This design comes from an exercise in tuning for small area and a short achievable clock period on the open sky130 flow, not from production work.
Function was checked by simulation only, so behaviour that the tests miss may differ from the original.
Power figures rest on the tool's default switching activity, not on a simulated workload.

Setup of amber:
## gamma_interp_11bit
module gamma_interp_11bit #(
  parameter int OUT_W = 10
) (
  input  logic             clk,
  input  logic             rst_n,
  input  logic             i_hs,
  input  logic             i_vs,
  input  logic [4:0]       idx,
  input  logic [10:0]      pixel_in,
  input  logic [10:0]      lowLevel,
  input  logic [10:0]      highLevel,
  input  logic             lut_we,
  input  logic [5:0]       lut_addr,
  input  logic [OUT_W-1:0] lut_wdata,
  input  logic             lut_commit,
  output logic             commit_pending,
  output logic             o_hs,
  output logic             o_vs,
  output logic [OUT_W-1:0] pix_out
);
export LEC_CHECK = 0
export ABC_AREA = 1
export CAP_MARGIN = 20
export CORE_MARGIN = 2
export CORE_UTILIZATION = 40
export CTS_CLUSTER_DIAMETER = 80
export CTS_CLUSTER_SIZE = 25
export SLEW_MARGIN = 20
create_clock -name core_clock -period 10.0 [get_ports {clk}]
standard.sh (not shown) runs the stock make flow with config.mk's settings and CLKGATE_MAP_FILE= SYNTH_SCRIPT=/design/flow/synth_recipe.tcl, a recipe that flattens the netlist after the stock synthesis.
==> flow/flow/run.sh <==
#!/bin/bash
set -euo pipefail
mapfile -t EXTRA < <(grep -v '^#' flow/extra.txt | grep .)
bash standard.sh "${EXTRA[@]}" finish > standard.log 2>&1
==> flow/flow/extra.txt <==
SETUP_SLACK_MARGIN=6.5
ADDER_MAP_FILE=
BUFFER_PORTS_ARGS=-buffer_cell sky130_fd_sc_hd__buf_4
The inputs of willow differ from those of amber as listed below.
- a deleted CTS_CLUSTER_SIZE that had been 25
- a deleted CTS_CLUSTER_DIAMETER that had been 80
==> flow/flow/extra.txt <==
SETUP_SLACK_MARGIN=7.0
ADDER_MAP_FILE=
Results
willow finished every step from synthesis to the final layout, and the layout passed the timing, design-rule and antenna checks. Re ratio of final minimum period to clock period: amber and willow aren't equal, and the higher value belongs to amber. The final critical path time including I/O delays and setup in willow sits 610 ps below the value recorded for amber. | clock share of power | willow vs amber | 4.9 points higher |. willow vs amber — pre-CTS worst setup slack dropped 580 ps. willow gives less peak fanout along the critical path than amber did. The higher via count of the first global-routing pass of amber and willow is in willow.
Input changes introduced in yarrow (baseline for comparison: willow):
- changing CORE_UTILIZATION from 40 to 65
==> flow/flow/extra.txt <==
SETUP_SLACK_MARGIN=6.5
ADDER_MAP_FILE=
Notes after the runs:
Comparing yarrow against willow, there is no change at all in number of remaining DRC errors.
Going from willow to yarrow, cell count decreased 740, y dimension of the die decreased 64 um.
Worst setup path endpoint: r_ye_1[8] -> willow, r_shadow[9][9] -> yarrow
yarrow vs willow, register fraction of the total cell area went up by 6.5 points.
yarrow vs willow: global-route usage up in yarrow
yarrow: clock network fraction of total power 2.6 points above willow
Total met3 wirelength after detailed routing (yarrow / willow): 1.3
yarrow reached the end of the flow, and the finished layout is clean on the timing, design-rule and antenna checks.
Against willow, the final cell area of yarrow is lower.
Compared with willow, yarrow shows a power that is about 8% lower.
Non-clock buffer instance count of the final layout in yarrow vs willow: down about 60%
diff inputs: yarrow => cedar
- CTS_CLUSTER_SIZE now 25, previously not set
- SLEW_MARGIN now 60, was 20
- CTS_CLUSTER_DIAMETER now 80, previously not set
- CORE_UTILIZATION now 40, was 65
==> flow/flow/extra.txt <==
SETUP_SLACK_MARGIN=6.5
ADDER_MAP_FILE=
BUFFER_PORTS_ARGS=-buffer_cell sky130_fd_sc_hd__buf_4
Findings:
Compared with yarrow, cedar shows a first-pass iteration count of the detailed router that is 2 lower. cedar vs yarrow — combined area of the multi-input logic cells dropped 89 um^2. Compared with yarrow, cedar shows a number of well taps that is 67% higher. Higher clock period minus final worst setup slack was reported by yarrow, not cedar. Going from yarrow to cedar, the weighted congestion reported at the end of routability-driven placement was found to have gone down by 0.062. Area of the core (higher): cedar. Diff yarrow -> cedar: wire length reported by the detailed router now smaller, switching power share of the total now larger, fmax now larger.
[inputs] pepper vs cedar
- CTS_CLUSTER_DIAMETER no longer set, was 80
- SLEW_MARGIN now 20, was 60
- CTS_CLUSTER_SIZE no longer set, was 25
==> flow/flow/extra.txt <==
SETUP_SLACK_MARGIN=6.5
ADDER_MAP_FILE=
--- outcome ---
- Looking at path depth of the worst reg2reg path, pepper sits 1 higher than cedar does.
- pepper has global-route usage over all layers above what cedar had.
- Taking pepper over cedar, the count of clock-buffer cells in the layout ratio works out to 2.0.
- Measured against each other, cedar and pepper differ in weighted congestion at the end of routability-driven global placement, the higher figure coming from cedar.
- Final standard cell utilization of the core was lower in the run labelled cedar.
- pepper went all the way through the flow, and no timing, DRC or antenna check failed.
- Re combinational share of power: cedar and pepper aren't equal, and the lower value belongs to pepper.
- Higher setup slack was reported by pepper, not cedar.
- Compared with cedar, pepper shows wire length of the first global-routing pass that has gone up by a few percent.
- Transition time at the pin with the least slew margin (pepper over cedar): increase, 460 ps
- Via count in pepper is 1,260 higher than in cedar
Relative to pepper, the following input files were edited for fjord:
- TNS_END_PERCENT newly set to 5
==> flow/flow/extra.txt <==
SETUP_SLACK_MARGIN=7.0
ADDER_MAP_FILE=
BUFFER_PORTS_ARGS=-buffer_cell sky130_fd_sc_hd__buf_4
--- outcome ---
- fjord went all the way through the flow, and no timing, DRC or antenna check failed.
- Non-clock buffer count (fjord vs. pepper) increases by a few percent
- Status: area fraction in and, or, nand and nor cells after synthesis parity (pepper, fjord)
- | post-route worst setup slack | fjord vs pepper | 20 ps higher |
- pepper vs fjord, library cell contributing the largest single delay on the critical path: sky130_fd_sc_hd__a211oi_1 vs sky130_fd_sc_hd__a221oi_2
- Going from pepper to fjord, the met1 layer usage reported by global route was found to have gone down by 1.1 points.
- Re fraction of synthesis flops using an asynchronous set or reset pin: no difference whatsoever between fjord and pepper.

## what the ideal ports hide
In the flow no input, the clock included, has a driving cell. The finished layouts below were timed again as built, in two steps.
Step 1: set_driving_cell puts a clkbuf_16 on clk and a buf_2 on each other input, an assumption about the parent block.
Step 2 also shifts input and output timing later by t, the mid clock arrival at the registers, as if the neighbouring blocks saw the same clock.
Three values: no drivers, after step 1, after step 2; two values: the first two.
run | shift t [ns] | slack for setup (ns) | worst setup path at the end | clock arrival spread, ns
amber | 0.684 | 6.052 / 6.090 / 5.406 | input to register | 0.054 / 0.053
willow | 0.705 | 6.665 / 6.621 / 5.916 | input to register | 0.035 / 0.035
yarrow | 0.689 | 6.114 / 6.160 / 5.471 | input to register | 0.039 / 0.040
cedar | 0.680 | 6.475 / 6.471 / 5.791 | input to register | 0.044 / 0.043
pepper | 0.690 | 6.520 / 6.512 / 5.822 | input to register | 0.024 / 0.024
fjord | 0.695 | 6.541 / 6.469 / 5.774 | input to register | 0.046 / 0.046
After both steps every run listed still meets setup and hold. For fjord, which loses most, drivers alone change the setup slack by -0.072 ns; drivers and shift together by -0.767 ns.
